From an optimization exercise on the open Yosys and OpenROAD flow, aimed at small area and a short achievable clock period; shortcuts taken in it are not production practice.
In this exercise RTL edits were held to simulation tests only and were not proved equivalent to the original.
No activity file was given, so power comes from the tool's default toggle rates.

==> config.mk <==
export PLATFORM = sky130hd
export DESIGN_NAME = arp_cache
export DESIGN_NICKNAME = arp_cache
export VERILOG_FILES = /design/flow/design.v
export SDC_FILE = /design/flow/constraint.sdc
export NUM_CORES = 4
export LEC_CHECK = 0
export CAP_MARGIN = 20
export CORE_MARGIN = 2
export CORE_UTILIZATION = 40
export CTS_BUF_LIST = sky130_fd_sc_hd__clkbuf_4 sky130_fd_sc_hd__clkbuf_8
export CTS_CLUSTER_SIZE = 30
export SETUP_SLACK_MARGIN = 3.0
export SLEW_MARGIN = 20
==> constraint.sdc <==
create_clock -name core_clock -period 6.0 [get_ports {i_clk}]
set_input_delay 1.2000 -clock core_clock [delete_from_list [all_inputs] [get_ports {i_clk}]]
set_output_delay 1.2000 -clock core_clock [all_outputs]
set_load 0.01 [all_outputs]
==> design.v <==
module arp_cache #(
  parameter int DEPTH     = 16,
  parameter int AGE_W     = 8,
  parameter int AGE_LIMIT = 200,
  parameter int TICK_DIV  = 16
) (
  input  logic                     i_clk,
  input  logic                     i_rst,
  input  logic                     i_upd_valid,
  input  logic [31:0]              i_upd_ip,
  input  logic [47:0]              i_upd_mac,
  input  logic                     i_seek_valid,
  input  logic [31:0]              i_seek_ip,
  input  logic                     i_flush,
  output logic                     o_seek_valid,
  output logic                     o_seek_hit,
  output logic [47:0]              o_seek_mac,
  output logic [$clog2(DEPTH):0]   o_count
);
  localparam int IDX_W = $clog2(DEPTH);
  localparam int TCK_W = $clog2(TICK_DIV);
  logic flush;
  assign flush = i_flush;
  logic [31:0]      tbl_ip  [DEPTH];
  logic [47:0]      tbl_mac [DEPTH];
  logic [AGE_W-1:0] tbl_exp [DEPTH];
  logic [DEPTH-1:0] tbl_valid;
  logic             s1_valid, s1_byp;
  logic [DEPTH-1:0] s1_m, last_wsel;
  logic [31:0]      s1_ip;
  logic [47:0]      s1_mac;
  logic [TCK_W-1:0] tick_cnt;
  logic [AGE_W-1:0] gtick, gtick_n;
  logic             tick;
  logic [DEPTH-1:0] exp_eq;
  logic [IDX_W-1:0] victim;
  logic [2:0]       grp_cnt [4];
  logic             upd_acc, bypass, s1_hit, any_free, adv, seek_hit_c;
  logic [AGE_W-1:0] exp_new;
  logic [DEPTH-1:0] wsel, expire, keep, upd_m, seek_m, vnext, free_oh, vict_oh;
  logic [2:0]       keep_cnt [4];
  logic [3:0]       grp_add;
  logic [47:0]      seek_mac_c;   
  logic [47:0]      seek_mac_n;   
  logic [IDX_W:0]   cnt_c;
  assign gtick_n = gtick + AGE_W'(tick);
  assign upd_acc = i_upd_valid && (i_upd_ip != 32'd0) && !flush;
  assign bypass  = s1_valid && (s1_ip == i_upd_ip);
  assign exp_new = gtick_n + AGE_W'(AGE_LIMIT - 1);
  always_comb begin
    s1_hit   = s1_byp | (|s1_m);
    any_free = ~&tbl_valid;
    for (int i = 0; i < DEPTH; i++) begin
      free_oh[i] = ~tbl_valid[i];
      for (int j = 0; j < i; j++) free_oh[i] = free_oh[i] & tbl_valid[j];
      vict_oh[i] = (victim == IDX_W'(i));
      wsel[i]    = s1_valid & (s1_m[i] | (s1_byp & last_wsel[i])
                              | (~s1_hit & (any_free ? free_oh[i] : vict_oh[i])));
    end
    adv = s1_valid & ~s1_hit & ~any_free;
  end
  always_comb begin
    for (int i = 0; i < DEPTH; i++) begin
      expire[i] = tick & tbl_valid[i] & exp_eq[i];
      upd_m[i]  = tbl_valid[i] & (tbl_ip[i] == i_upd_ip);
      seek_m[i] = i_seek_valid & tbl_valid[i] & (tbl_ip[i] == i_seek_ip);
      keep[i]   = tbl_valid[i] & ~expire[i];
      vnext[i]  = wsel[i] | keep[i];
    end
  end
  always_comb begin
    seek_hit_c = |seek_m;
    seek_mac_c = '0;
    for (int i = 0; i < DEPTH; i++)
      seek_mac_c = seek_mac_c | ({48{seek_m[i]}} & ~tbl_mac[i]);
  end
  always_comb begin
    for (int g = 0; g < 4; g++) begin
      keep_cnt[g] = 3'(keep[4*g]) + 3'(keep[4*g+1]) + 3'(keep[4*g+2]) + 3'(keep[4*g+3]);
      grp_add[g]  = |(wsel[4*g +: 4] & ~keep[4*g +: 4]);
    end
  end
  always_comb begin
    cnt_c = '0;
    for (int g = 0; g < 4; g++) cnt_c = cnt_c + (IDX_W + 1)'(grp_cnt[g]);
  end
  always_ff @(posedge i_clk or posedge i_rst) begin
    if (i_rst) s1_valid <= 1'b0;
    else       s1_valid <= upd_acc;
  end
  always_ff @(posedge i_clk) begin
    s1_byp    <= bypass;
    s1_m      <= upd_m;
    last_wsel <= wsel;
    for (int i = 0; i < DEPTH; i++) exp_eq[i] <= ~wsel[i] & (tbl_exp[i] == gtick_n);
    s1_ip  <= i_upd_ip;
    s1_mac <= i_upd_mac;
  end
  for (genvar i = 0; i < DEPTH; i++) begin : g_ent
    always_ff @(posedge i_clk) begin
      if (wsel[i]) begin
        tbl_ip[i]  <= s1_ip;
        tbl_mac[i] <= s1_mac;
        tbl_exp[i] <= exp_new;
      end
    end
  end
  always_ff @(posedge i_clk or posedge i_rst) begin
    if (i_rst) begin
      tbl_valid <= '0;
      for (int g = 0; g < 4; g++) grp_cnt[g] <= '0;
    end else if (flush) begin
      tbl_valid <= '0;
      for (int g = 0; g < 4; g++) grp_cnt[g] <= '0;
    end else begin
      tbl_valid <= vnext;
      for (int g = 0; g < 4; g++)
        grp_cnt[g] <= grp_add[g] ? keep_cnt[g] + 3'd1 : keep_cnt[g];
    end
  end
  always_ff @(posedge i_clk or posedge i_rst) begin
    if (i_rst) begin
      victim       <= '0;
      tick_cnt     <= '0;
      tick         <= 1'b0;
      gtick        <= '0;
      o_seek_valid <= 1'b0;
      o_seek_hit   <= 1'b0;
      seek_mac_n   <= '0;
      o_count      <= '0;
    end else begin
      if (flush)
        victim <= '0;
      else if (adv)
        victim <= victim + IDX_W'(1);
      tick_cnt     <= tick_cnt + TCK_W'(1);
      tick         <= (tick_cnt == TCK_W'(TICK_DIV - 2));
      gtick        <= gtick_n;
      o_seek_valid <= i_seek_valid;
      o_seek_hit   <= seek_hit_c;
      seek_mac_n   <= seek_mac_c;
      o_count      <= cnt_c;
    end
  end
  assign o_seek_mac = ~seek_mac_n;
endmodule
==> run.sh <==
#!/bin/bash
# synth_recipe.tcl (not shown) runs the flow's synth.tcl, then flattens the netlist and writes it again
# the make line also repeats each setting of config.mk as NAME=value (left out here)
make -C /OpenROAD-flow-scripts/flow DESIGN_CONFIG=/design/flow/config.mk WORK_HOME=/design/flow/orfs CLKGATE_MAP_FILE= SYNTH_SCRIPT=/design/flow/synth_recipe.tcl finish
==> results of run 1 <==
-- power breakdown --
part / switching [mW] / total (mW) / leakage [nW] / internal, mW
Combinational: 0.949 / 1.36 / 10.1 / 0.414
Clock: 4.71 / 10.6 / 3.09 / 5.85
Sequential: 0.176 / 12.6 / 15.2 / 12.4
Total: 5.84 / 24.5 / 28.3 / 18.7
-- worst register-to-register path, cell delays in order (launching register included) --
cell and delay [ns]:
dfxtp_1 0.53, nor4_1 0.15, and4b_2 0.33, buf_4 0.17
nand4_1 0.08, buf_4 0.20, buf_4 0.20, nand3_2 0.64
nor4_1 0.60
-- area by class of cell --
cell class,instances,area (um^2)
Antenna cell,10,25.0
Clock buffer,454,5510
Clock inverter,53,259
Fill cell,15442,91300
Inverter,279,1060
Multi-Input combinational cell,2775,22400
Sequential cell,1638,47400
Tap cell,2340,2930
Timing Repair Buffer,565,5630
-- metrics by stage --
step                      worst slack [ns]  power, mW  util [%]  hold slack [ns]  instance area (um^2)
after floorplan                       1.52       13.3         -            0.438                 71300
after global placement               0.940       14.0      43.7            0.452                 77200
after detailed placement             0.929       14.0      43.7            0.466                 77200
after CTS                             2.93       24.4      47.8            0.434                 84400
after global routing                  2.94       25.0      48.3            0.446                 85200
final                                 2.80       24.5      48.3            0.470                 85200
-- worst max path at each step --
stage,to
final,seek_mac_n[23]
after global routing,tbl_mac[13][5]
after CTS,o_seek_mac[4]
after detailed placement,seek_mac_n[32]
after global placement,seek_mac_n[24]
after floorplan,grp_cnt[1][0]
-- sequential cells by signal, indices dropped and copies added, names as in the netlist, 16 cells and up --
signal      cells
s1_mac         48
tbl_exp       128
last_wsel      16
tbl_valid      16
seek_mac_n     48
tbl_ip        512
s1_ip          32
tbl_mac       768
s1_m           16
exp_eq         16
-- cells in the final DEF (no fill, tap or decap), drive strengths merged, types with 10 or more instances in the layout --
cell type and n:
xnor2 770, clkbuf 463, nor2b 14, clkdlybuf4s50 60, a21o 12, nand4 242, inv 277, edfxtp 1408
dfxtp 129, nor3 27, a21boi 12, dfrtp 101, nor2 48, buf 453, fa 14, nand2b 17
xor2 419, diode 10, or4 19, clkinv 49, nand3 84, a21oi 29, a2111oi 199, dlygate4sd2 12
clkdlybuf4s15 22, nand2 31, nor4 747, ha 21
-- layer usage --
layer	GRT usage, %	vias up
li1	-	20219
met3	10.4	1038
met1	42.6	26059
met4	19.4	6
met2	48.1	4642
met5	0	-
-- cells by family after synthesis --
| logic type | share of synthesized area [%] |
|---|---|
| AOI/OAI and AO/OA | 3.40 |
| xor gates and xnor gates | 14.7 |
| adders and majority gates | 0.763 |
| buffers and inverters | 3.75 |
| DFF | 66.5 |
| muxes | 0.192 |
| and+or+nand+nor | 10.7 |
-- what timing repair did --
action / CTS / global route
gates resized for setup: 397 / 127
pin swaps: 38 / 21
cloned: 21 / 3
hold endpoints to repair: 0 / 0
setup endpoints to repair: 1197 / 437
buffers inserted: 64 / 36
==> run notes, run 1 <==
# rows: 154
fraction of layout cells with a size suffix above 1: 20.6%
outcome: timing/DRC/antenna clean
Yosys warnings: 6
kind of critical path: input port to flop
via count: 51,964
pwr dens: 288 mW/mm^2
crit path DAT: 4.04 ns
Critical path origin: i_seek_ip[23]
Worst Hold Launch: tick_cnt[3]
worst min-delay path class: flop to flop
DRT met1 WL: 111,000 um
final wirelength: 305,000 um
Worst path max stage delay: 0.52 ns
Tot GR Track Use: 32.8%
synth top area cells: edfxtp_1 59%, xnor2_1 9.4%, nor4_1 6.5%
Num CTS Buffers: 294
FF-to-FF End: exp_eq[0]
Netlist cell types: 69
Fin Setup TNS: 0 ns
Fmax achieved: 312 MHz
Area Overhead vs Synth: 19.7%
DIE AREA: 0.181 mm^2
vias in the first global route: 49,503
RR Startpoint: s1_m[9]
Clock transition at path regs: 0.06 ns
Hold Path Cell Cnt: 1
ys flop type: edfxtp_1
CTS root buf: clkbuf_8
final antenna-violating net count: 0
Cell Area, Synth: 0.0712 mm^2
Inst Count DP: 7,473
DRT iter0 DRCs: 9,303
max_cap viols: 0
Max-slew headroom: 26.0%
chip height: 426 um
final hold vios: 0
Avg Cell Area, Syn: 14.2 um^2
H-tree levels: 5
Finished Layout Cells: 8,114
drt pass-1 iters: 7
EDFF count, synth: 1,408
Slowest-stage cell, CP: a2111oi_0
most frequent cell after synthesis: edfxtp_1
post-route clock period utilization: 53.4%
post-DR wirelength/cell: 37.6 um
actual slew at the worst max-slew pin: 1.10 ns
setup slack, reg-to-reg: 2.90 ns
die width: 426 um
hold path endpoint: tick_cnt[3]
Synth top area share: 59.4%
hold buffers post-CTS: 0
clk_skew: 0.117 ns
metal3 WL: 42,500 um
Crit. path cell count: 9
minimum clock period: 3.20 ns
worst-path fanout max: 49
startpoint types: input port
Peak VDD IR: 0.243 mV
global-route wire length before repair: 410,000 um
DRC: 0
Final Max Slew Viols: 0
Worst Reg-to-Reg Cells: 8
routed length on met2: 131,000 um
routed vias/inst: 6.40
worst-skew pair later-pin latency: 1.09 ns
Largest delay share family, worst path: buffers and inverters
largest net degree at the start of global routing: 92
commonest cells in the netlist: 1,408 x edfxtp_1, 768 x xnor2_1, 741 x nor4_1
crit path cell chain: clkdlybuf4s50_1 > buf_8 > xor2_1 > nor4_1 > nand4_1 > buf_12 > nor4_1 > a2111oi_0 > nand4_1
clk buf depth: 4
FF+latch count, synth: 1,638
I/O pin cnt: 172
Async S/R FF share, synth: 6.17%
Core Region: 0.176 mm^2
Gate Count Post-Synth: 5,026
grt ovf: 0
Sink Count: 1,638
Final setup viols: 0
Seq/Total Area, Yosys: 66.5%
top layer in use: met5
area leader, netlist: edfxtp_1
initial antenna violation count: 11
RSZ-0062 raised after global routing: yes
Critical Path RT: 6.84 ns
HPWL Detailed: 171,000 um
Initial Util: 40.3%
crit path capture type: flop
nets: 5,705
leakage: 28.3 nW
worst path buffer plus inverter count: 3
CTS tree: built
# port buffers: 171
routability cong.: 0.952
syn nets: 5,178
==> run 2, diff against run 1 <==
--- a/design.v
+++ b/design.v
@@ -34,3 +34,2 @@
   logic             tick;
-  logic [DEPTH-1:0] exp_eq;
   logic [IDX_W-1:0] victim;
@@ -63,3 +62,3 @@
     for (int i = 0; i < DEPTH; i++) begin
-      expire[i] = tick & tbl_valid[i] & exp_eq[i];
+      expire[i] = tick & tbl_valid[i] & (tbl_exp[i] == gtick);
       upd_m[i]  = tbl_valid[i] & (tbl_ip[i] == i_upd_ip);
@@ -94,3 +93,2 @@
     last_wsel <= wsel;
-    for (int i = 0; i < DEPTH; i++) exp_eq[i] <= ~wsel[i] & (tbl_exp[i] == gtick_n);
     s1_ip  <= i_upd_ip;
==> run notes, run 2 <==
post-route clock period utilization: 57.1% (was 53.4%)
Largest Register: tbl_mac (unchanged)
Netlist cell types: 64 (was 69)
Final setup viols: 0 (unchanged)
part of the power in registers: 52.3% (was 51.4%)
fraction of layout cells with a size suffix above 1: 19.6% (was 20.6%)
vias in the first global route: 42,990 (was 49,503)
pwr dens: 298 mW/mm^2 (was 288 mW/mm^2)
Final WS setup: 2.57 ns (was 2.80 ns)
clk_skew: 0.122 ns (was 0.117 ns)
Clk pwr share: 42.6% (was 43.1%)
Worst path max stage delay: 0.57 ns (was 0.52 ns)
Worst Hold Launch: s1_ip[5] (was tick_cnt[3])
Fmax achieved: 292 MHz (was 312 MHz)
Cell Int Power: 18.3 mW (was 18.7 mW)
Switching Share: 23.2% (was 23.8%)
Core Region: 0.167 mm^2 (was 0.176 mm^2)
via count: 44,367 (was 51,964)
kind of critical path: flop to flop (was input port to flop)
final antenna-violating net count: 0 (unchanged)
RSZ-0062 raised after global routing: yes (unchanged)
switching power: 5.53 mW (was 5.84 mW)
Min Hold Slack: 0.441 ns (was 0.470 ns)
initial antenna violation count: 14 (was 11)
CTS tree: built (unchanged)
nets: 5,156 (was 5,705)
Initial Util: 40.2% (was 40.3%)
Comb pwr share: 5.1% (was 5.6%)
drt pass-1 iters: 6 (was 7)
Total Power: 23.8 mW (was 24.5 mW)
actual slew at the worst max-slew pin: 1.10 ns (about the same)
startpoint types: flop (was input port)
Critical Path RT: 6.85 ns (was 6.84 ns)
worst-path fanout max: 7 (was 49)
Async S/R FF share, synth: 6.23% (was 6.17%)
final wirelength: 255,000 um (was 305,000 um)
Sink Count: 1,622 (was 1,638)
EDFF count, synth: 1,408 (unchanged)
worst min-delay path class: flop to flop (unchanged)
die width: 413 um (was 426 um)
routed vias/inst: 5.98 (was 6.40)
Num CTS Buffers: 285 (was 294)
global-route wire length before repair: 344,000 um (was 410,000 um)
Slowest-stage cell, CP: fa_1 (was a2111oi_0)
Seq/Total Area, Yosys: 70.3% (was 66.5%)
Fin Setup TNS: 0 ns (unchanged)
area leader, netlist: edfxtp_1 (unchanged)
crit path cell chain: buf_4 > xor2_1 > nor4_1 > nand3_1 > o41a_1 > fa_1 > ha_4 > fa_2 > nand2b_1 > mux2i_1 (was clkdlybuf4s50_1 > buf_8 > xor2_1 > nor4_1 > nand4_1 > buf_12 > nor4_1 > a2111oi_0 > nand4_1)
H-tree levels: 5 (unchanged)
leakage: 26.2 nW (was 28.3 nW)
crit path DAT: 4.28 ns (was 4.04 ns)
Synth top area share: 63.1% (was 59.4%)
commonest cells in the netlist: 1,408 x edfxtp_1, 935 x xnor2_1, 393 x o22ai_1 (was 1,408 x edfxtp_1, 768 x xnor2_1, 741 x nor4_1)
post-DR wirelength/cell: 34.4 um (was 37.6 um)
DRC: 0 (unchanged)
I/O pin cnt: 172 (unchanged)
Critical path origin: gtick[4] (was i_seek_ip[23])
final hold vios: 0 (unchanged)
commonest non-fill, non-tap cells in the layout: 1,408 x edfxtp_1, 931 x xnor2_1, 387 x o22ai_1 (was 1,408 x edfxtp_1, 754 x xnor2_1, 714 x nor4_1)
Tot GR Track Use: 29.3% (was 32.8%)
Cell Area, Synth: 0.0670 mm^2 (was 0.0712 mm^2)
Gate Count Post-Synth: 4,469 (was 5,026)
Peak VDD IR: 0.266 mV (was 0.243 mV)
CTS root buf: clkbuf_8 (unchanged)
clk buf depth: 4 (unchanged)
routability cong.: 0.945 (was 0.952)
biggest regs: tbl_mac (768), tbl_ip (512), tbl_exp (128) (unchanged)
Final Max Slew Viols: 0 (unchanged)
outcome: timing/DRC/antenna clean (unchanged)
DIE AREA: 0.171 mm^2 (was 0.181 mm^2)
Area Overhead vs Synth: 19.5% (was 19.7%)
# port buffers: 171 (unchanged)
pre-CTS setup slack: 0.767 ns (was 0.929 ns)
DRT iter0 DRCs: 7,699 (was 9,303)
worst-skew pair later-pin latency: 1.04 ns (was 1.09 ns)
crit path capture type: flop (unchanged)
synth top area cells: edfxtp_1 63%, xnor2_1 12%, dfrtp_1 3.8% (was edfxtp_1 59%, xnor2_1 9.4%, nor4_1 6.5%)
ys flop type: edfxtp_1 (unchanged)
most common cell after layout, fill and taps aside: edfxtp_1 (unchanged)
worst path buffer plus inverter count: 1 (was 3)
final instance area: 0.0801 mm^2 (was 0.0852 mm^2)
Max-slew headroom: 26.9% (was 26.0%)
Avg Cell Area, Syn: 15.0 um^2 (was 14.2 um^2)
grt ovf: 0 (unchanged)
chip height: 413 um (was 426 um)
HPWL Detailed: 139,000 um (was 171,000 um)
largest net degree at the start of global routing: 102 (was 92)
# rows: 150 (was 154)
minimum clock period: 3.43 ns (was 3.20 ns)
max_cap viols: 0 (unchanged)
Yosys warnings: 6 (unchanged)
syn nets: 4,621 (was 5,178)
Largest delay share family, worst path: adder cells (was buffers and inverters)
Area after DPL: 0.0722 mm^2 (was 0.0772 mm^2)
FF+latch count, synth: 1,622 (was 1,638)
most frequent cell after synthesis: edfxtp_1 (unchanged)
RR Startpoint: gtick[4] (was s1_m[9])
max reg flops: 768 (unchanged)
Clock transition at path regs: 0.06 ns (about the same)
==> run 2: path summary, 6_finish.rpt <==
check / end / slack, ns / cells after the start
max in group asynchronous: tbl_valid[7] / 4.43 / 3
setup / recovery: grp_cnt[2][1] / 2.57 / 10
hold reg to reg: tbl_ip[7][5] / 0.44 / 0
hold / removal: tbl_ip[7][5] / 0.44 / 0
setup reg to reg: grp_cnt[2][1] / 2.57 / 10
min in group asynchronous: seek_mac_n[24] / 0.72 / 3
==> run 2: metrics by stage <==
stage / utilization (%) / instances
floorplan: - / 4469
global placement: 43.3 / 6797
detailed placement: 43.3 / 6798
CTS: 47.6 / 7384
global route: 48.0 / 7418
finish: 48.0 / 7423
==> run 2: what timing repair did <==
| action | CTS | global route |
|---|---|---|
| setup buffers | 75 | 30 |
| hold buffers | 0 | 0 |
| pin swaps | 49 | 31 |
| cloned | 16 | 2 |
| resized for setup | 353 | 74 |
| endpoints found under the setup margin | 1363 | 702 |
==> run 2: area by class of cell <==
type                       count  area [um^2]
sequential                  1622        47100
tap                         2204         2760
multi-input combinational   2516        19700
antenna                        7         17.5
clock inverter                68          383
timing repair buffer         469         4340
fill                       14333        86800
inverter                     106          485
timing repair inverter         4         35.0
clock buffer                 427         5200
==> run 2: power groups by stage <==
stage	Sequential, mW	Combinational (mW)	Clock [mW]
finish	12.5	1.22	10.2
global route	12.5	1.21	10.7
CTS	12.5	1.16	10.3
detailed placement	12.7	1.12	0
global placement	12.7	1.12	0
floorplan	12.6	0.544	0
==> run 2: kinds of logic (layout without fill, tap and decap cells) <==
family / after synthesis / in the layout / share of synthesized area (%)
adders and majority gates: 35 / 35 / 0.811
buffers and inverters: 345 / 1074 / 2.18
other: 0 / 7 / 0
DFF: 1622 / 1622 / 70.3
AOI/OAI and AO/OA: 480 / 482 / 4.58
xor gates and xnor gates: 1196 / 1196 / 15.6
muxes: 11 / 11 / 0.179
and+or+nand+nor: 780 / 792 / 6.35
==> run 2: per-layer routing <==
metal  vias to the layer above  global-route usage (%)  part of all wire, %
met5                         -                       0                0.025
met4                        10                    14.8                  5.6
met3                       732                    8.01                   13
met2                      3257                    43.8                   44
met1                     22564                    39.2                   38
li1                      17804                       -                    -
==> run 3, diff against run 2 <==
==> flow/run.sh (new file) <==
#!/bin/bash
# Standard synthesis and layout; the only change from the standard flow's own layout is that the port
# buffers are sky130_fd_sc_hd__buf_4 instead of the cell buffer_ports picks by default.
set -euo pipefail
bash standard.sh synth > synth.log 2>&1
bash standard.sh "BUFFER_PORTS_ARGS=-buffer_cell sky130_fd_sc_hd__buf_4" finish > layout.log 2>&1
==> standard.sh (new file) <==
#!/bin/bash
# synth_recipe.tcl (not shown) runs the flow's synth.tcl, then flattens the netlist and writes it again
# the make line also repeats each setting of config.mk as NAME=value (left out here)
make -C /OpenROAD-flow-scripts/flow DESIGN_CONFIG=/design/flow/config.mk WORK_HOME=/design/flow/orfs CLKGATE_MAP_FILE= SYNTH_SCRIPT=/design/flow/synth_recipe.tcl "${@:-finish}"
removed: run.sh
==> run notes, run 3 <==
crit path cell chain: buf_8 > xor2_1 > nor4_2 > nand3_1 > o41a_1 > fa_1 > ha_4 > fa_1 > nand2b_1 > mux2i_2 (was buf_4 > xor2_1 > nor4_1 > nand3_1 > o41a_1 > fa_1 > ha_4 > fa_2 > nand2b_1 > mux2i_1)
drt pass-1 iters: 6 (unchanged)
Final setup viols: 0 (unchanged)
EDFF count, synth: 1,408 (unchanged)
met2 usage: 43.7% (was 43.8%)
Max-slew headroom: 13.2% (was 26.9%)
Fin Setup TNS: 0 ns (unchanged)
clk_skew: 0.0863 ns (was 0.122 ns)
Gate Count Post-Synth: 4,469 (unchanged)
CTS tree: built (unchanged)
worst-skew pair later-pin latency: 1.04 ns (about the same)
minimum clock period: 3.43 ns (about the same)
most common cell after layout, fill and taps aside: edfxtp_1 (unchanged)
final instance area: 0.0796 mm^2 (was 0.0801 mm^2)
initial antenna violation count: 17 (was 14)
crit path capture type: flop (unchanged)
grt ovf: 0 (unchanged)
CTS root buf: clkbuf_8 (unchanged)
Cell Area, Synth: 0.0670 mm^2 (unchanged)
Critical Path Most Common Cell: fa_1
worst min-delay path class: input port to flop (was flop to flop)
most frequent cell after synthesis: edfxtp_1 (unchanged)
syn nets: 4,621 (unchanged)
routed vias/inst: 5.97 (was 5.98)
actual slew at the worst max-slew pin: 1.29 ns (was 1.10 ns)
Area after DPL: 0.0712 mm^2 (was 0.0722 mm^2)
Area Overhead vs Synth: 18.8% (was 19.5%)
utilization after layout: 47.7% (was 48.0%)
nets: 5,071 (was 5,156)
# rows: 150 (unchanged)
fraction of layout cells with a size suffix above 1: 20.0% (was 19.6%)
Avg Cell Area, Syn: 15.0 um^2 (unchanged)
largest net degree at the start of global routing: 102 (unchanged)
Clock transition at path regs: 0.06 ns (about the same)
M3 GR Usage: 7.04% (was 8.01%)
DRT iter0 DRCs: 7,098 (was 7,699)
DIE AREA: 0.171 mm^2 (unchanged)
Core Region: 0.167 mm^2 (unchanged)
hold buffers post-CTS: 0 (unchanged)
synth top area cells: edfxtp_1 63%, xnor2_1 12%, dfrtp_1 3.8% (unchanged)
chip height: 413 um (unchanged)
H-tree levels: 5 (unchanged)
Async S/R FF share, synth: 6.23% (unchanged)
fill count: 14,242 (was 14,333)
Final Max Slew Viols: 0 (unchanged)
final wirelength: 250,000 um (was 255,000 um)
vias in the first global route: 42,335 (was 42,990)
I/O pin cnt: 172 (unchanged)
final antenna-violating net count: 0 (unchanged)
Netlist cell types: 64 (unchanged)
Yosys warnings: 6 (unchanged)
max reg flops: 768 (unchanged)
leakage: 26.1 nW (was 26.2 nW)
Seq/Total Area, Yosys: 70.3% (unchanged)
clk buf depth: 4 (unchanged)
post-route clock period utilization: 57.2% (was 57.1%)
Critical Path RT: 6.90 ns (was 6.85 ns)
max_cap viols: 0 (unchanged)
routability cong.: 0.916 (was 0.945)
met1 usage: 38.9% (was 39.2%)
biggest regs: tbl_mac (768), tbl_ip (512), tbl_exp (128) (unchanged)
ys flop type: edfxtp_1 (unchanged)
outcome: timing/DRC/antenna clean (unchanged)
Synth top area share: 63.1% (unchanged)
# port buffers: 171 (unchanged)
Initial Util: 40.2% (unchanged)
crit path DAT: 4.33 ns (was 4.28 ns)
busiest layer in global routing: met2 (unchanged)
Largest Register: tbl_mac (unchanged)
Fmax achieved: 292 MHz (about the same)
post-DR wirelength/cell: 34.0 um (was 34.4 um)
commonest non-fill, non-tap cells in the layout: 1,408 x edfxtp_1, 930 x xnor2_1, 387 x o22ai_1 (was 1,408 x edfxtp_1, 931 x xnor2_1, 387 x o22ai_1)
Tot GR Track Use: 28.9% (was 29.3%)
RSZ-0062 raised after global routing: yes (unchanged)
via count: 43,837 (was 44,367)
Sink Count: 1,622 (unchanged)
global-route wire length before repair: 339,000 um (was 344,000 um)
HPWL Detailed: 123,000 um (was 139,000 um)
area leader, netlist: edfxtp_1 (unchanged)
Worst path max stage delay: 0.61 ns (was 0.57 ns)
pwr dens: 303 mW/mm^2 (was 298 mW/mm^2)
commonest cells in the netlist: 1,408 x edfxtp_1, 935 x xnor2_1, 393 x o22ai_1 (unchanged)
kind of critical path: flop to flop (unchanged)
startpoint types: flop (unchanged)
die width: 413 um (unchanged)
Slowest-stage cell, CP: fa_1 (unchanged)
FF+latch count, synth: 1,622 (unchanged)
worst-path fanout max: 4 (was 7)
Peak VDD IR: 0.240 mV (was 0.266 mV)
Num CTS Buffers: 285 (unchanged)
final hold vios: 0 (unchanged)
DRC: 0 (unchanged)
-- run 3: cell counts after synthesis --
Identical to the previous run, type by type.
-- run 3: routing by layer --
metal | vias up | routed length, um
met5 | - | 13
met4 | 2 | 13300
met3 | 698 | 31000
li1 | 17669 | -
met1 | 22212 | 95200
met2 | 3256 | 110000
-- run 3: per-stage QoR --
stage | total power [mW] | hold slack [ns] | setup slack (ns) | instances
global placement | 13.7 | 0.453 | 1.69 | 6699
detailed placement | 13.7 | 0.468 | 1.61 | 6699
CTS | 24.1 | 0.184 | 2.50 | 7278
floorplan | 13.2 | 0.438 | 2.23 | 4469
global route | 24.7 | 0.226 | 2.49 | 7334
finish | 24.1 | 0.274 | 2.57 | 7340
-- run 3: cells by family (layout without fill, tap and decap cells) --
group	after synthesis	after routing	synth area share [%]
simple gates	780	795	6.35
fa+ha+maj	35	35	0.811
other cells	0	7	0
xor+xnor	1196	1196	15.6
buf+inv	345	989	2.18
flops	1622	1622	70.3
compound gates	480	481	4.58
mux	11	11	0.179
-- run 3: final timing paths --
path                                     from  depth (start not counted)              to  slack [ns]
worst max register to register       gtick[4]                         10   grp_cnt[2][1]        2.57
worst max-delay path                 gtick[4]                         10   grp_cnt[2][1]        2.57
worst min-delay path            i_upd_mac[41]                          1      s1_mac[41]        0.27
worst min register to register    tick_cnt[0]                          1     tick_cnt[0]        0.47
max in group asynchronous               i_rst                          3    tbl_valid[0]        4.83
min in group asynchronous               i_rst                          3  seek_mac_n[28]        0.39
-- run 3: where the power goes --
group / internal (mW) / total [mW] / switching, mW
sequential: 12.3 / 12.5 / 0.134
combinational: 0.336 / 1.12 / 0.788
clock: 5.96 / 10.5 / 4.55
-- run 3: repair_timing --
action	CTS	global route
buffers inserted	62	55
endpoints found under the setup margin	1257	471
hold endpoints to repair	0	0
gates resized for setup	165	51
pin swaps	45	35
cloned	20	0
-- run 3: final cells by class --
type,instances,area [um^2],area share (%)
Clock inverter,64,534,0.671
Sequential cell,1622,47100,59.2
Multi-Input combinational cell,2518,19800,24.9
Timing Repair Buffer,383,3550,4.46
Clock buffer,433,5260,6.61
Antenna cell,7,17.5,0.0220
Timing Repair inverter,3,28.8,0.0361
Tap cell,2204,2760,3.46
Inverter,106,514,0.646
-- run 3: critical path: cells and delay by family (launching register included) --
family / cells / cell delay (ns)
xor gates and xnor gates: 1 / 0.16
buffers and inverters: 1 / 0.14
DFF: 1 / 0.51
and+or+nand+nor: 3 / 0.48
AOI/OAI and AO/OA: 1 / 0.45
muxes: 1 / 0.21
adders and majority gates: 3 / 1.35
==> run 4, diff against run 3 <==
--- a/design.v
+++ b/design.v
@@ -34,2 +34,3 @@
   logic             tick;
+  logic [DEPTH-1:0] exp_eq;
   logic [IDX_W-1:0] victim;
@@ -62,3 +63,3 @@
     for (int i = 0; i < DEPTH; i++) begin
-      expire[i] = tick & tbl_valid[i] & (tbl_exp[i] == gtick);
+      expire[i] = tick & tbl_valid[i] & exp_eq[i];
       upd_m[i]  = tbl_valid[i] & (tbl_ip[i] == i_upd_ip);
@@ -93,2 +94,3 @@
     last_wsel <= wsel;
+    for (int i = 0; i < DEPTH; i++) exp_eq[i] <= ~wsel[i] & (tbl_exp[i] == gtick_n);
     s1_ip  <= i_upd_ip;
==> run notes, run 4 <==
Num CTS Buffers: 298 (was 285)
Final setup viols: 0 (unchanged)
Worst Hold Launch: i_upd_mac[40] (was i_upd_mac[41])
Total Power: 24.8 mW (was 24.1 mW)
worst path buffer plus inverter count: 2 (was 1)
H-tree levels: 5 (unchanged)
fraction of layout cells with a size suffix above 1: 18.3% (was 20.0%)
crit path DAT: 4.10 ns (was 4.33 ns)
worst min-delay path class: input port to flop (unchanged)
grt ovf: 0 (unchanged)
Slowest-stage cell, CP: a2111oi_0 (was fa_1)
DRC: 0 (unchanged)
ys flop type: edfxtp_1 (unchanged)
Sink Count: 1,638 (was 1,622)
Min Hold Slack: 0.215 ns (was 0.274 ns)
Switching Share: 23.4% (was 22.7%)
Avg Cell Area, Syn: 14.2 um^2 (was 15.0 um^2)
most frequent cell after synthesis: edfxtp_1 (unchanged)
I/O pin cnt: 172 (unchanged)
commonest non-fill, non-tap cells in the layout: 1,408 x edfxtp_1, 763 x xnor2_1, 736 x nor4_1 (was 1,408 x edfxtp_1, 930 x xnor2_1, 387 x o22ai_1)
syn nets: 5,178 (was 4,621)
max_cap viols: 0 (unchanged)
HPWL Detailed: 156,000 um (was 123,000 um)
synth top area cells: edfxtp_1 59%, xnor2_1 9.4%, nor4_1 6.5% (was edfxtp_1 63%, xnor2_1 12%, dfrtp_1 3.8%)
DRT iter0 DRCs: 9,194 (was 7,098)
area leader, netlist: edfxtp_1 (unchanged)
Inst Count DP: 7,325 (was 6,699)
vias in the first global route: 48,968 (was 42,335)
Initial Util: 40.3% (was 40.2%)
minimum clock period: 3.19 ns (was 3.43 ns)
chip height: 426 um (was 413 um)
via count: 50,841 (was 43,837)
startpoint types: input port (was flop)
Fmax achieved: 313 MHz (was 292 MHz)
Max-slew headroom: 17.5% (was 13.2%)
clk_skew: 0.136 ns (was 0.0863 ns)
most common cell after layout, fill and taps aside: edfxtp_1 (unchanged)
part of the power in registers: 50.8% (was 51.7%)
post-DR wirelength/cell: 37.3 um (was 34.0 um)
Netlist cell types: 69 (was 64)
Largest Register: tbl_mac (unchanged)
Final Max Slew Viols: 0 (unchanged)
Tot GR Track Use: 31.6% (was 28.9%)
final antenna-violating net count: 0 (unchanged)
switching power: 5.81 mW (was 5.47 mW)
CTS tree: built (unchanged)
commonest cells in the netlist: 1,408 x edfxtp_1, 768 x xnor2_1, 741 x nor4_1 (was 1,408 x edfxtp_1, 935 x xnor2_1, 393 x o22ai_1)
Largest delay share family, worst path: simple AND/OR/NAND/NOR gates (was adder cells)
FF+latch count, synth: 1,638 (was 1,622)
drt pass-1 iters: 6 (unchanged)
Critical Path Most Common Cell: buf_4 (was fa_1)
Fin Setup TNS: 0 ns (unchanged)
worst-path fanout max: 32 (was 4)
Synth top area share: 59.4% (was 63.1%)
actual slew at the worst max-slew pin: 1.23 ns (was 1.29 ns)
Finished Layout Cells: 7,918 (was 7,340)
nets: 5,506 (was 5,071)
kind of critical path: input port to flop (was flop to flop)
# rows: 154 (was 150)
worst-skew pair later-pin latency: 1.12 ns (was 1.04 ns)
biggest regs: tbl_mac (768), tbl_ip (512), tbl_exp (128) (unchanged)
Hold Path Cell Cnt: 1 (unchanged)
Yosys warnings: 6 (unchanged)
Comb pwr share: 4.9% (was 4.7%)
RSZ-0062 raised after global routing: yes (unchanged)
initial antenna violation count: 19 (was 17)
Async S/R FF share, synth: 6.17% (was 6.23%)
clk buf depth: 4 (unchanged)
Seq/Total Area, Yosys: 66.5% (was 70.3%)
setup slack, reg-to-reg: 2.94 ns (was 2.57 ns)
Cell Area, Synth: 0.0712 mm^2 (was 0.0670 mm^2)
# port buffers: 171 (unchanged)
Worst path max stage delay: 0.71 ns (was 0.61 ns)
Cell Int Power: 19.0 mW (was 18.6 mW)
CTS root buf: clkbuf_8 (unchanged)
DIE AREA: 0.181 mm^2 (was 0.171 mm^2)
Gate Count Post-Synth: 5,026 (was 4,469)
Peak VDD IR: 0.214 mV (was 0.240 mV)
outcome: timing/DRC/antenna clean (unchanged)
EDFF count, synth: 1,408 (unchanged)
max reg flops: 768 (unchanged)
Clock transition at path regs: 0.06 ns (about the same)
die width: 426 um (was 413 um)
leakage: 27.2 nW (was 26.1 nW)
Worst Reg-to-Reg Cells: 7 (was 10)
Area Overhead vs Synth: 16.3% (was 18.8%)
crit path cell chain: buf_4 > xnor2_1 > nand3_4 > buf_4 > nor4_1 > a2111oi_0 > nand4_1 (was buf_8 > xor2_1 > nor4_2 > nand3_1 > o41a_1 > fa_1 > ha_4 > fa_1 > nand2b_1 > mux2i_2)
largest net degree at the start of global routing: 92 (was 102)
post-route clock period utilization: 53.2% (was 57.2%)
Core Region: 0.176 mm^2 (was 0.167 mm^2)
final hold vios: 0 (unchanged)
pwr dens: 299 mW/mm^2 (was 303 mW/mm^2)
routability cong.: 0.916 (about the same)
Clk pwr share: 44.3% (was 43.6%)
global-route wire length before repair: 395,000 um (was 339,000 um)
hold path endpoint: s1_mac[40] (was s1_mac[41])
Critical Path RT: 6.91 ns (was 6.90 ns)
FF-to-FF End: grp_cnt[0][1] (was grp_cnt[2][1])
final wirelength: 295,000 um (was 250,000 um)
routed vias/inst: 6.42 (was 5.97)
RR Startpoint: tbl_valid[1] (was gtick[4])
crit path capture type: flop (unchanged)
-- run 4: cell count changes in the layout (fill, tap and decap cells not counted), moves of 15 or more --
cell / before / now
xor2_1: 259 / 414
nor4_4: 20 / 5
nor2_1: 219 / 46
nor4_1: 91 / 736
xnor2_1: 930 / 763
buf_4: 318 / 302
clkbuf_8: 322 / 340
a2111oi_0: 0 / 193
nand3_4: 28 / 13
inv_1: 97 / 265
o22ai_1: 387 / 4
nand4_1: 285 / 240
-- run 4: cells by family after synthesis --
family,after synthesis,synth area share [%]
mux,12,0.192
compound gates,290,3.40
buf+inv,630,3.75
xor+xnor,1189,14.7
simple gates,1232,10.7
fa+ha+maj,35,0.763
flops,1638,66.5
-- run 4: worst max-delay path by stage --
| stage | from | cells after the start | slack [ns] | to |
|---|---|---|---|---|
| 2_1_floorplan | s1_byp | 7 | 1.52 | grp_cnt[1][0] |
| 3_3_place_gp | i_seek_ip[17] | 9 | 1.49 | seek_mac_n[10] |
| 3_5_place_dp | i_seek_ip[26] | 8 | 1.52 | seek_mac_n[4] |
| 4_1_cts | seek_mac_n[4] | 2 | 2.92 | o_seek_mac[4] |
| 5_1_grt | tbl_valid[9] | 9 | 2.95 | grp_cnt[3][0] |
| 6_report | i_seek_ip[1] | 7 | 2.81 | seek_mac_n[47] |
-- run 4: power by group through the flow --
stage                     Clock (mW)  Sequential, mW  Combinational [mW]
after floorplan                    0            12.8               0.583
after global placement             0            12.8                1.13
after detailed placement           0            12.8                1.13
after CTS                       11.0            12.6                1.15
after global routing            11.5            12.6                1.21
final                           11.0            12.6                1.22
-- run 4: stage by stage --
| stage | utilization (%) | setup slack [ns] | cell area [um^2] |
|---|---|---|---|
| 5_1_grt | 46.9 | 2.95 | 82800 |
| 3_3_place_gp | 42.8 | 1.49 | 75500 |
| 3_5_place_dp | 42.8 | 1.52 | 75500 |
| 4_1_cts | 46.7 | 2.92 | 82400 |
| 2_1_floorplan | - | 1.52 | 71300 |
| 6_report | 46.9 | 2.81 | 82800 |
-- run 4: cell type report --
class                      count  area, um^2
timing repair buffer         368        3430
inverter                     279        1060
antenna                        8        20.0
clock buffer                 458        5570
tap                         2340        2930
clock inverter                58         470
fill                       15508       93700
sequential                  1638       47400
multi-input combinational   2769       21900
-- run 4: worst register-to-register path, stage by stage (launching register included) --
cell,delay [ns]
dfrtp_2,0.51
inv_1,0.13
a21oi_1,0.37
fa_1,0.49
ha_1,0.35
fa_1,0.54
nand2b_1,0.05
mux2i_1,0.38
-- run 4: routing by layer --
metal  track usage [%]  up-vias  wire length (um)
met5                 0        -                41
met4              17.3        6             19100
met1              41.5    25393            107000
met3              9.95      994             43100
li1                  -    19782                 -
met2              46.3     4666            126000
-- run 4: timing repair --
action	CTS	global route
buffers inserted	42	11
setup endpoints to repair	1168	547
pin swaps	24	9
gates resized for setup	80	45
gates cloned	12	4
hold buffers	0	0
==> run 5, diff against run 4 <==
--- a/design.v
+++ b/design.v
@@ -32,8 +32,6 @@
   logic [TCK_W-1:0] tick_cnt;
-  logic [AGE_W-1:0] gtick, gtick_n;
-  logic             tick;
-  logic [DEPTH-1:0] exp_eq;
+  logic [AGE_W-1:0] gtick;
   logic [IDX_W-1:0] victim;
   logic [2:0]       grp_cnt [4];
-  logic             upd_acc, bypass, s1_hit, any_free, adv, seek_hit_c;
+  logic             tick, upd_acc, bypass, s1_hit, any_free, adv, seek_hit_c;
   logic [AGE_W-1:0] exp_new;
@@ -45,6 +43,6 @@
   logic [IDX_W:0]   cnt_c;
-  assign gtick_n = gtick + AGE_W'(tick);
+  assign tick    = &tick_cnt;
   assign upd_acc = i_upd_valid && (i_upd_ip != 32'd0) && !flush;
   assign bypass  = s1_valid && (s1_ip == i_upd_ip);
-  assign exp_new = gtick_n + AGE_W'(AGE_LIMIT - 1);
+  assign exp_new = gtick + AGE_W'(AGE_LIMIT - 1) + AGE_W'(tick);
   always_comb begin
@@ -63,3 +61,3 @@
     for (int i = 0; i < DEPTH; i++) begin
-      expire[i] = tick & tbl_valid[i] & exp_eq[i];
+      expire[i] = tick & tbl_valid[i] & (tbl_exp[i] == gtick);
       upd_m[i]  = tbl_valid[i] & (tbl_ip[i] == i_upd_ip);
@@ -94,3 +92,2 @@
     last_wsel <= wsel;
-    for (int i = 0; i < DEPTH; i++) exp_eq[i] <= ~wsel[i] & (tbl_exp[i] == gtick_n);
     s1_ip  <= i_upd_ip;
@@ -124,3 +121,2 @@
       tick_cnt     <= '0;
-      tick         <= 1'b0;
       gtick        <= '0;
@@ -136,4 +132,3 @@
       tick_cnt     <= tick_cnt + TCK_W'(1);
-      tick         <= (tick_cnt == TCK_W'(TICK_DIV - 2));
-      gtick        <= gtick_n;
+      if (tick) gtick <= gtick + AGE_W'(1);
       o_seek_valid <= i_seek_valid;
==> run notes, run 5 <==
post-route clock period utilization: 52.9% (was 53.2%)
RSZ-0062 raised after global routing: yes (unchanged)
Seq/Total Area, Yosys: 70.1% (was 66.5%)
outcome: timing/DRC/antenna clean (unchanged)
part of the power in registers: 52.3% (was 50.8%)
Core Region: 0.167 mm^2 (was 0.176 mm^2)
Largest delay share family, worst path: adder cells (was simple AND/OR/NAND/NOR gates)
Final Max Slew Viols: 0 (unchanged)
initial antenna violation count: 15 (was 19)
routability cong.: 0.933 (was 0.916)
commonest cells in the netlist: 1,408 x edfxtp_1, 1,000 x xnor2_1, 382 x o22ai_1 (was 1,408 x edfxtp_1, 768 x xnor2_1, 741 x nor4_1)
Area after DPL: 0.0714 mm^2 (was 0.0755 mm^2)
fill count: 14,439 (was 15,508)
pwr dens: 299 mW/mm^2 (about the same)
clk buf depth: 4 (unchanged)
syn nets: 4,639 (was 5,178)
grt ovf: 0 (unchanged)
Comb pwr share: 4.8% (was 4.9%)
DRC: 0 (unchanged)
Worst path max stage delay: 0.60 ns (was 0.71 ns)
post-DR wirelength/cell: 34.4 um (was 37.3 um)
Initial Util: 40.2% (was 40.3%)
most frequent cell after synthesis: edfxtp_1 (unchanged)
chip height: 414 um (was 426 um)
H-tree levels: 5 (unchanged)
final instance area: 0.0795 mm^2 (was 0.0828 mm^2)
switching power: 5.47 mW (was 5.81 mW)
main combinational cell family by area after synthesis: XOR/XNOR gates (unchanged)
EDFF count, synth: 1,408 (unchanged)
Critical Path RT: 6.86 ns (was 6.91 ns)
DIE AREA: 0.171 mm^2 (was 0.181 mm^2)
Fin Setup TNS: 0 ns (unchanged)
Total Power: 23.8 mW (was 24.8 mW)
Synth top area share: 63.0% (was 59.4%)
worst-path fanout max: 5 (was 32)
Sink Count: 1,621 (was 1,638)
Largest Register: tbl_mac (unchanged)
Netlist cell types: 57 (was 69)
Slowest-stage cell, CP: fa_1 (was a2111oi_0)
drt pass-1 iters: 6 (unchanged)
worst-skew pair later-pin latency: 1.05 ns (was 1.12 ns)
HPWL Detailed: 125,000 um (was 156,000 um)
Switching Share: 23.0% (was 23.4%)
DRT iter0 DRCs: 6,857 (was 9,194)
crit path capture type: flop (unchanged)
adder-cell share of the synthesized area: 0.791% (was 0.763%)
clk_skew: 0.113 ns (was 0.136 ns)
startpoint types: flop (was input port)
nets: 5,095 (was 5,506)
mux contribution to synthesized area: 0.185% (was 0.192%)
synth top area cells: edfxtp_1 63%, xnor2_1 13%, dfrtp_1 3.7% (was edfxtp_1 59%, xnor2_1 9.4%, nor4_1 6.5%)
# rows: 150 (was 154)
Clock transition at path regs: 0.06 ns (about the same)
Async S/R FF share, synth: 6.17% (about the same)
global-route wire length before repair: 338,000 um (was 395,000 um)
fraction of layout cells with a size suffix above 1: 20.3% (was 18.3%)
Synth Area in Simple Gates: 6.38% (was 10.7%)
Avg Cell Area, Syn: 14.9 um^2 (was 14.2 um^2)
most common cell after layout, fill and taps aside: edfxtp_1 (unchanged)
worst min-delay path class: input port to flop (unchanged)
Clk pwr share: 42.9% (was 44.3%)
kind of critical path: flop to flop (was input port to flop)
biggest regs: tbl_mac (768), tbl_ip (512), tbl_exp (128) (unchanged)
largest net degree at the start of global routing: 79 (was 92)
setup slack, reg-to-reg: 2.83 ns (was 2.94 ns)
Yosys warnings: 6 (unchanged)
area leader, netlist: edfxtp_1 (unchanged)
crit path cell chain: buf_12 > xnor2_2 > nand4_1 > o31ai_4 > inv_1 > fa_1 > ha_4 > fa_2 > nand2b_1 > mux2i_1 (was buf_4 > xnor2_1 > nand3_4 > buf_4 > nor4_1 > a2111oi_0 > nand4_1)
XOR/XNOR Fraction of Synth Area: 15.6% (was 14.7%)
leakage: 25.8 nW (was 27.2 nW)
die width: 414 um (was 426 um)
commonest non-fill, non-tap cells in the layout: 1,408 x edfxtp_1, 986 x xnor2_1, 378 x o22ai_1 (was 1,408 x edfxtp_1, 763 x xnor2_1, 736 x nor4_1)
Tot GR Track Use: 28.7% (was 31.6%)
I/O pin cnt: 172 (unchanged)
crit path DAT: 4.03 ns (was 4.10 ns)
routed vias/inst: 5.99 (was 6.42)
worst path buffer plus inverter count: 2 (unchanged)
final wirelength: 253,000 um (was 295,000 um)
ys flop type: edfxtp_1 (unchanged)
# port buffers: 171 (unchanged)
actual slew at the worst max-slew pin: 1.35 ns (was 1.23 ns)
Fmax achieved: 315 MHz (was 313 MHz)
Num CTS Buffers: 284 (was 298)
Synth Area in Compound Gates: 4.69% (was 3.40%)
Peak VDD IR: 0.244 mV (was 0.214 mV)
vias in the first global route: 42,547 (was 48,968)
max_cap viols: 0 (unchanged)
CTS tree: built (unchanged)
FF+latch count, synth: 1,621 (was 1,638)
utilization after layout: 47.6% (was 46.9%)
max reg flops: 768 (unchanged)
final hold vios: 0 (unchanged)
minimum clock period: 3.17 ns (was 3.19 ns)
final antenna-violating net count: 0 (unchanged)
Area Overhead vs Synth: 18.5% (was 16.3%)
Final setup viols: 0 (unchanged)
CTS root buf: clkbuf_8 (unchanged)
via count: 44,139 (was 50,841)
Cell Int Power: 18.3 mW (was 19.0 mW)
Cell Area, Synth: 0.0671 mm^2 (was 0.0712 mm^2)
Max-slew headroom: 8.98% (was 17.5%)
Gate Count Post-Synth: 4,488 (was 5,026)
[run 5: cell types whose count changed in the layout (fill, tap and decap cells not counted), moves of 15 or more]
cell       change
dfxtp_1       -19
inv_1        -169
nor2_1       +169
buf_4         +26
xnor2_1      +223
o22ai_1      +374
a2111oi_0    -193
xor2_1       -223
nand4_1       +74
nor4_1       -647
clkbuf_8      -15
[run 5: per-layer routing]
layer	up-vias	wire (um)	part of all wire, %	GRT usage [%]
li1	17718	-	-	-
met1	22458	95200	38	38.5
met2	3251	113000	45	43.8
met3	712	30900	12	6.55
met4	0	14300	5.6	14.9
met5	-	0	0	0
[run 5: through the flow]
step	setup slack (ns)	std cells	hold WS, ns
floorplan	-0.267	4488	0.421
global placement	1.67	6715	0.438
detailed placement	1.64	6715	0.459
CTS	2.75	7297	0.203
global route	2.73	7359	0.227
finish	2.83	7364	0.275
[run 5: layout make-up]
cell class	instances	area (um^2)	area share (%)
Timing Repair Buffer	398	3710	4.67
Inverter	103	442	0.556
Clock buffer	433	5280	6.65
Tap cell	2204	2760	3.47
Timing Repair inverter	2	17.5	0.0220
Clock inverter	60	343	0.431
Sequential cell	1621	47100	59.3
Antenna cell	9	22.5	0.0283
Multi-Input combinational cell	2534	19800	24.9
[run 5: cell families after synthesis]
| kind of cell | Yosys count |
|---|---|
| AOI/OAI and AO/OA | 486 |
| DFF | 1621 |
| xor gates and xnor gates | 1195 |
| buffers and inverters | 348 |
| adders and majority gates | 34 |
| muxes | 12 |
| and+or+nand+nor | 792 |
[run 5: timing repair]
action                                  4_1_cts  5_1_grt
resized for setup                           143       66
hold endpoints to repair                      0        0
setup buffers                                71       50
cloned                                       18        8
pin swaps                                    33       55
hold buffers                                  0        0
endpoints found under the setup margin     1175      382
[run 5: power groups by stage]
| stage | logic (mW) | registers (mW) | clock network (mW) |
|---|---|---|---|
| final | 1.14 | 12.4 | 10.2 |
| after detailed placement | 1.05 | 12.7 | 0 |
| after global placement | 1.05 | 12.7 | 0 |
| after global routing | 1.14 | 12.4 | 10.8 |
| after floorplan | 0.540 | 12.6 | 0 |
| after CTS | 1.08 | 12.4 | 10.3 |
[run 5: path summary, 6_finish.rpt]
check	from	endpoint	depth (start not counted)
max in group asynchronous	i_rst	seek_mac_n[44]	3
min in group asynchronous	i_rst	seek_mac_n[23]	2
worst min-delay path	i_upd_mac[45]	s1_mac[45]	1
worst max-delay path	gtick[3]	grp_cnt[2][1]	10
worst max register to register	gtick[3]	grp_cnt[2][1]	10
worst min register to register	tick_cnt[3]	tick_cnt[3]	1
==> run 6, diff against run 5 <==
==> run.sh (new file) <==
#!/bin/bash
# synth_recipe.tcl (not shown) runs the flow's synth.tcl, then flattens the netlist and writes it again
# the make line also repeats each setting of config.mk as NAME=value (left out here)
make -C /OpenROAD-flow-scripts/flow DESIGN_CONFIG=/design/flow/config.mk WORK_HOME=/design/flow/orfs CLKGATE_MAP_FILE= SYNTH_SCRIPT=/design/flow/synth_recipe.tcl finish
removed: flow/run.sh
removed: standard.sh
==> run notes, run 6 <==
fill count: 14,332 (was 14,439)
most frequent cell after synthesis: edfxtp_1 (unchanged)
Final setup viols: 0 (unchanged)
pre-CTS setup slack: 1.18 ns (was 1.64 ns)
Async S/R FF share, synth: 6.17% (unchanged)
Critical Path RT: 6.84 ns (was 6.86 ns)
Synth top area share: 63.0% (unchanged)
pwr dens: 299 mW/mm^2 (about the same)
HPWL Detailed: 134,000 um (was 125,000 um)
commonest non-fill, non-tap cells in the layout: 1,408 x edfxtp_1, 996 x xnor2_1, 378 x o22ai_1 (was 1,408 x edfxtp_1, 986 x xnor2_1, 378 x o22ai_1)
Inst Count DP: 6,784 (was 6,715)
Tot GR Track Use: 28.4% (was 28.7%)
FF+latch count, synth: 1,621 (unchanged)
final antenna-violating net count: 0 (unchanged)
CTS tree: built (unchanged)
Netlist cell types: 57 (unchanged)
# port buffers: 171 (unchanged)
post-DR wirelength/cell: 33.5 um (was 34.4 um)
I/O pin cnt: 172 (unchanged)
Critical path origin: tick_cnt[0] (was gtick[3])
crit path capture type: flop (unchanged)
DIE AREA: 0.171 mm^2 (unchanged)
# rows: 150 (unchanged)
actual slew at the worst max-slew pin: 1.20 ns (was 1.35 ns)
Core Region: 0.167 mm^2 (unchanged)
Seq/Total Area, Yosys: 70.1% (unchanged)
Fin Setup TNS: 0 ns (unchanged)
Avg Cell Area, Syn: 14.9 um^2 (unchanged)
Sink Count: 1,621 (unchanged)
outcome: timing/DRC/antenna clean (unchanged)
worst-skew pair later-pin latency: 1.04 ns (was 1.05 ns)
Clock transition at path regs: 0.07 ns (was 0.06 ns)
worst min-delay path class: flop to flop (was input port to flop)
grt ovf: 0 (unchanged)
nets: 5,127 (was 5,095)
drt pass-1 iters: 6 (unchanged)
FF-to-FF End: grp_cnt[3][0] (was grp_cnt[2][1])
ys flop type: edfxtp_1 (unchanged)
Yosys warnings: 6 (unchanged)
routability cong.: 0.941 (was 0.933)
clk_skew: 0.104 ns (was 0.113 ns)
biggest regs: tbl_mac (768), tbl_ip (512), tbl_exp (128) (unchanged)
chip height: 414 um (unchanged)
area leader, netlist: edfxtp_1 (unchanged)
Worst setup endpoint: grp_cnt[3][0] (was grp_cnt[2][1])
Worst path max stage delay: 0.60 ns (about the same)
vias in the first global route: 42,239 (was 42,547)
via count: 43,995 (was 44,139)
RSZ-0062 raised after global routing: yes (unchanged)
Area Overhead vs Synth: 19.0% (was 18.5%)
die width: 414 um (unchanged)
setup slack, reg-to-reg: 2.84 ns (was 2.83 ns)
RR Startpoint: tick_cnt[0] (was gtick[3])
Critical Path Most Common Cell: buf_6
max reg flops: 768 (unchanged)
Final Max Slew Viols: 0 (unchanged)
DRT iter0 DRCs: 6,507 (was 6,857)
fraction of layout cells with a size suffix above 1: 19.4% (was 20.3%)
max_cap viols: 0 (unchanged)
Num CTS Buffers: 285 (was 284)
Slowest-stage cell, CP: fa_1 (unchanged)
leakage: 25.8 nW (about the same)
crit path DAT: 3.99 ns (was 4.03 ns)
Largest Register: tbl_mac (unchanged)
Hold Path Cell Cnt: 1 (unchanged)
Initial Util: 40.2% (unchanged)
clk buf depth: 4 (unchanged)
kind of critical path: flop to flop (unchanged)
DRC: 0 (unchanged)
Fmax achieved: 317 MHz (was 315 MHz)
routed vias/inst: 5.95 (was 5.99)
startpoint types: flop (unchanged)
most common cell after layout, fill and taps aside: edfxtp_1 (unchanged)
Largest delay share family, worst path: adder cells (unchanged)
worst-path fanout max: 6 (was 5)
Worst Reg-to-Reg Cells: 13 (was 10)
minimum clock period: 3.16 ns (was 3.17 ns)
final wirelength: 248,000 um (was 253,000 um)
syn nets: 4,639 (unchanged)
post-route clock period utilization: 52.6% (was 52.9%)
Final WS setup: 2.84 ns (was 2.83 ns)
Crit. path cell count: 13 (was 10)
final hold vios: 0 (unchanged)
global-route wire length before repair: 337,000 um (was 338,000 um)
synth top area cells: edfxtp_1 63%, xnor2_1 13%, dfrtp_1 3.7% (unchanged)
EDFF count, synth: 1,408 (unchanged)
Max-slew headroom: 20.2% (was 8.98%)
commonest cells in the netlist: 1,408 x edfxtp_1, 1,000 x xnor2_1, 382 x o22ai_1 (unchanged)
Peak VDD IR: 0.244 mV (about the same)
H-tree levels: 5 (unchanged)
Cell Area, Synth: 0.0671 mm^2 (unchanged)
initial antenna violation count: 15 (unchanged)
worst path buffer plus inverter count: 6 (was 2)
crit path cell chain: ha_2 > and3_4 > clkinvlp_4 > buf_12 > buf_6 > o31ai_4 > inv_2 > fa_1 > ha_4 > buf_4 > buf_6 > nor2b_2 > mux2_4 (was buf_12 > xnor2_2 > nand4_1 > o31ai_4 > inv_1 > fa_1 > ha_4 > fa_2 > nand2b_1 > mux2i_1)
Finished Layout Cells: 7,398 (was 7,364)
CTS root buf: clkbuf_8 (unchanged)
Gate Count Post-Synth: 4,488 (unchanged)
largest net degree at the start of global routing: 92 (was 79)
-- run 6: cell types whose count changed in the layout (fill, tap and decap cells not counted), moves of 10 or more --
cell | previous run | this run
clkbuf_4 | 108 | 123
nor4_1 | 89 | 76
buf_2 | 0 | 66
xnor2_1 | 986 | 996
clkdlybuf4s15_2 | 0 | 15
nor4_2 | 8 | 21
clkbuf_8 | 325 | 314
xnor2_2 | 15 | 4
buf_12 | 22 | 36
clkdlybuf4s50_1 | 0 | 64
buf_4 | 328 | 189
-- run 6: worst min-delay path by stage --
| stage | from | to | slack, ns |
|---|---|---|---|
| after floorplan | tick_cnt[0] | tick_cnt[0] | 0.42 |
| after global placement | tick_cnt[0] | tick_cnt[0] | 0.44 |
| after detailed placement | tick_cnt[0] | tick_cnt[0] | 0.45 |
| after CTS | tick_cnt[0] | tick_cnt[0] | 0.46 |
| after global routing | tick_cnt[0] | tick_cnt[0] | 0.48 |
| final | tick_cnt[0] | tick_cnt[0] | 0.47 |
-- run 6: logic make-up (layout without fill, tap and decap cells) --
family | Yosys count | count (layout) | share of synthesized area [%]
DFF | 1621 | 1621 | 70.1
xor gates and xnor gates | 1195 | 1195 | 15.6
and+or+nand+nor | 792 | 798 | 6.38
AOI/OAI and AO/OA | 486 | 488 | 4.69
buffers and inverters | 348 | 1038 | 2.21
adders and majority gates | 34 | 34 | 0.791
muxes | 12 | 12 | 0.185
other | 0 | 8 | 0
-- run 6: power breakdown --
group | leakage (nW) | switching (mW) | internal, mW
logic | 7.74 | 0.812 | 0.374
registers | 15.0 | 0.128 | 12.3
clock network | 2.99 | 4.57 | 5.66
total | 25.8 | 5.51 | 18.3
-- run 6: final cells by class --
cell class | count | area [um^2] | area share, %
diodes | 8 | 20.0 | 0.0251
clock buffers | 435 | 5230 | 6.55
clock inverters | 62 | 363 | 0.455
inverters | 103 | 424 | 0.531
multi-input cells | 2527 | 19800 | 24.8
flip-flops and latches | 1621 | 47100 | 59.0
well taps | 2204 | 2760 | 3.46
repair buffers | 436 | 4130 | 5.18
repair inverters | 2 | 20.0 | 0.0251
-- run 6: per-stage QoR --
stage	total power [mW]	hold WS [ns]	instance area [um^2]	utilization [%]
2_1_floorplan	13.2	0.421	67300	-
3_3_place_gp	13.8	0.439	72200	43.3
3_5_place_dp	13.8	0.450	72200	43.3
4_1_cts	23.9	0.460	79300	47.5
5_1_grt	24.5	0.477	79800	47.8
6_report	23.9	0.465	79800	47.8
-- run 6: what timing repair did --
item	4_1_cts	5_1_grt
gates cloned	9	5
pin swaps	33	31
setup buffers	75	20
setup endpoints to repair	1027	535
hold buffers	0	0
gates resized for setup	379	77
-- run 6: per-layer routing --
| layer | global-route usage (%) | wire, um | part of all wire (%) | vias to the layer above |
|---|---|---|---|---|
| met2 | 43.4 | 111000 | 45 | 3094 |
| li1 | - | - | - | 17786 |
| met1 | 38.1 | 95300 | 39 | 22442 |
| met5 | 0 | 21 | 0.0085 | - |
| met4 | 12.7 | 12100 | 4.9 | 4 |
| met3 | 7.39 | 29100 | 12 | 669 |
==> run 7, diff against run 6 <==
--- a/config.mk
+++ b/config.mk
@@ -14 +14,2 @@
 export SLEW_MARGIN = 20
+export TNS_END_PERCENT = 20
==> run notes, run 7 <==
max reg flops: 768 (unchanged)
Num CTS Buffers: 284 (was 285)
leakage: 26.6 nW (was 25.8 nW)
switching power: 5.50 mW (was 5.51 mW)
pwr dens: 293 mW/mm^2 (was 299 mW/mm^2)
setup slack, reg-to-reg: 2.82 ns (was 2.84 ns)
most frequent cell after synthesis: edfxtp_1 (unchanged)
initial antenna violation count: 18 (was 15)
Cell Int Power: 18.4 mW (was 18.3 mW)
routability cong.: 0.943 (was 0.941)
DRT iter0 DRCs: 6,784 (was 6,507)
ys flop type: edfxtp_1 (unchanged)
Final setup viols: 0 (unchanged)
via count: 45,175 (was 43,995)
Largest Register: tbl_mac (unchanged)
clk_skew: 0.101 ns (was 0.104 ns)
biggest regs: tbl_mac (768), tbl_ip (512), tbl_exp (128) (unchanged)
Netlist cell types: 57 (unchanged)
Worst Hold Launch: tick_cnt[0] (unchanged)
Min Hold Slack: 0.456 ns (was 0.465 ns)
DIE AREA: 0.171 mm^2 (unchanged)
fraction of layout cells with a size suffix above 1: 20.6% (was 19.4%)
area leader, netlist: edfxtp_1 (unchanged)
Area Overhead vs Synth: 21.7% (was 19.0%)
Synth top area share: 63.0% (unchanged)
vias in the first global route: 43,143 (was 42,239)
# rows: 150 (unchanged)
Fin Setup TNS: 0 ns (unchanged)
final wirelength: 257,000 um (was 248,000 um)
actual slew at the worst max-slew pin: 1.26 ns (was 1.20 ns)
clk buf depth: 4 (unchanged)
crit path capture type: flop (unchanged)
Tot GR Track Use: 29.2% (was 28.4%)
Area after DPL: 0.0723 mm^2 (was 0.0722 mm^2)
global-route wire length before repair: 344,000 um (was 337,000 um)
Avg Cell Area, Syn: 14.9 um^2 (unchanged)
max_cap viols: 0 (unchanged)
final antenna-violating net count: 0 (unchanged)
minimum clock period: 3.18 ns (was 3.16 ns)
Clock transition at path regs: 0.06 ns (was 0.07 ns)
worst-skew pair later-pin latency: 1.02 ns (was 1.04 ns)
final instance area: 0.0816 mm^2 (was 0.0798 mm^2)
hold path endpoint: tick_cnt[0] (unchanged)
Async S/R FF share, synth: 6.17% (unchanged)
post-route clock period utilization: 53.0% (was 52.6%)
most common cell after layout, fill and taps aside: edfxtp_1 (unchanged)
H-tree levels: 5 (unchanged)
nets: 5,239 (was 5,127)
Peak VDD IR: 0.206 mV (was 0.244 mV)
I/O pin cnt: 172 (unchanged)
Final WS setup: 2.82 ns (was 2.84 ns)
commonest cells in the netlist: 1,408 x edfxtp_1, 1,000 x xnor2_1, 382 x o22ai_1 (unchanged)
Fmax achieved: 315 MHz (was 317 MHz)
final hold vios: 0 (unchanged)
Yosys warnings: 6 (unchanged)
grt ovf: 0 (unchanged)
chip height: 414 um (unchanged)
Seq/Total Area, Yosys: 70.1% (unchanged)
Initial Util: 40.2% (unchanged)
commonest non-fill, non-tap cells in the layout: 1,408 x edfxtp_1, 979 x xnor2_1, 378 x o22ai_1 (was 1,408 x edfxtp_1, 996 x xnor2_1, 378 x o22ai_1)
routed vias/inst: 6.01 (was 5.95)
largest net degree at the start of global routing: 92 (unchanged)
Final Max Slew Viols: 0 (unchanged)
Cell Area, Synth: 0.0671 mm^2 (unchanged)
RR Startpoint: gtick[7] (was tick_cnt[0])
RSZ-0062 raised after global routing: yes (unchanged)
startpoint types: flop (unchanged)
CTS tree: built (unchanged)
CTS root buf: clkbuf_8 (unchanged)
Gate Count Post-Synth: 4,488 (unchanged)
die width: 414 um (unchanged)
Switching Share: 23.0% (was 23.1%)
EDFF count, synth: 1,408 (unchanged)
utilization after layout: 48.9% (was 47.8%)
part of the power in registers: 52.0% (was 52.1%)
worst min-delay path class: flop to flop (unchanged)
Worst Reg-to-Reg Cells: 10 (was 13)
kind of critical path: flop to flop (unchanged)
Critical Path RT: 6.82 ns (was 6.84 ns)
worst-path fanout max: 5 (was 6)
synth top area cells: edfxtp_1 63%, xnor2_1 13%, dfrtp_1 3.7% (unchanged)
FF+latch count, synth: 1,621 (unchanged)
Clk pwr share: 42.8% (was 42.9%)
DRT met1 WL: 97,500 um (was 95,300 um)
DRC: 0 (unchanged)
syn nets: 4,639 (unchanged)
Max-slew headroom: 15.0% (was 20.2%)
Hold Path Cell Cnt: 1 (unchanged)
routed length on met2: 115,000 um (was 111,000 um)
FF-to-FF End: grp_cnt[2][1] (was grp_cnt[3][0])
post-DR wirelength/cell: 34.2 um (was 33.5 um)
drt pass-1 iters: 5 (was 6)
metal3 WL: 29,200 um (was 29,100 um)
pre-CTS setup slack: 1.13 ns (was 1.18 ns)
HPWL Detailed: 135,000 um (was 134,000 um)
Sink Count: 1,621 (unchanged)
crit path DAT: 4.00 ns (was 3.99 ns)
top layer in use: met5 (unchanged)
Core Region: 0.167 mm^2 (unchanged)
# port buffers: 171 (unchanged)
outcome: timing/DRC/antenna clean (unchanged)
Comb pwr share: 5.3% (was 5.0%)
[run 7: cell types whose count changed in the layout (fill, tap and decap cells not counted), moves of 16 or more]
cell	previous run	this run
buf_4	189	266
buf_2	66	35
buf_12	36	66
dlygate4sd2_1	9	34
clkbuf_4	123	102
xnor2_1	996	979
dlymetal6s2s_1	0	16
xnor2_2	4	20
[run 7: cell families (layout without fill, tap and decap cells)]
family | count (synthesis) | count (layout) | share of synthesized area (%)
flops | 1621 | 1621 | 70.1
xor+xnor | 1195 | 1195 | 15.6
simple gates | 792 | 805 | 6.38
compound gates | 486 | 488 | 4.69
buf+inv | 348 | 1139 | 2.21
fa+ha+maj | 34 | 34 | 0.791
mux | 12 | 12 | 0.185
other cells | 0 | 13 | 0
[run 7: repair_timing]
action / CTS / global route
endpoints found under the setup margin: 1308 / 648
pin swaps: 75 / 26
buffers inserted: 97 / 103
gates resized for setup: 289 / 78
gates cloned: 18 / 4
hold buffers: 0 / 0
[run 7: through the flow]
| stage | instances | total power, mW |
|---|---|---|
| 2_1_floorplan | 4488 | 13.2 |
| 3_3_place_gp | 6783 | 13.8 |
| 3_5_place_dp | 6784 | 13.8 |
| 4_1_cts | 7391 | 23.9 |
| 5_1_grt | 7503 | 24.5 |
| 6_report | 7511 | 23.9 |
[run 7: critical path, cell delays in order (launching register included)]
cell and delay, ns:
dfrtp_4 0.56, buf_12 0.17, xnor2_4 0.15, nand4_1 0.22, o31ai_4 0.40, inv_1 0.10
fa_1 0.54, ha_4 0.22, fa_2 0.52, nand2b_1 0.05, mux2i_1 0.12
[run 7: worst max path at each step]
stage / from / end
finish: gtick[7] / grp_cnt[2][1]
global route: gtick[7] / grp_cnt[2][1]
CTS: seek_mac_n[16] / o_seek_mac[16]
detailed placement: i_seek_ip[31] / seek_mac_n[8]
global placement: i_seek_ip[31] / seek_mac_n[40]
floorplan: s1_m[8] / grp_cnt[0][0]
[run 7: power by group through the flow]
stage | clock network, mW | registers, mW | logic (mW)
after floorplan | 0 | 12.6 | 0.540
after detailed placement | 0 | 12.7 | 1.12
final | 10.2 | 12.4 | 1.27
after global placement | 0 | 12.7 | 1.12
after global routing | 10.8 | 12.4 | 1.26
after CTS | 10.3 | 12.4 | 1.16
[run 7: cell type report]
class | instances | area (um^2)
clock inverter | 71 | 457
sequential | 1621 | 47100
inverter | 103 | 434
clock buffer | 421 | 5170
multi-input combinational | 2534 | 20100
fill | 14153 | 85200
antenna | 13 | 32.5
timing repair buffer | 544 | 5580
tap | 2204 | 2760
[run 7: layer usage]
metal,vias up,global-route usage [%]
li1,18019,-
met1,23026,38.8
met2,3384,44.7
met3,742,6.44
met4,4,15.6
met5,-,0

Setup slack of run 7, layout unchanged: 2.821 ns with ideal ports, 2.821 ns with driving cells assumed (clock clkbuf_16, inputs buf_2), 1.888 ns with port delays also shifted by the 1.042 ns mid clock arrival.
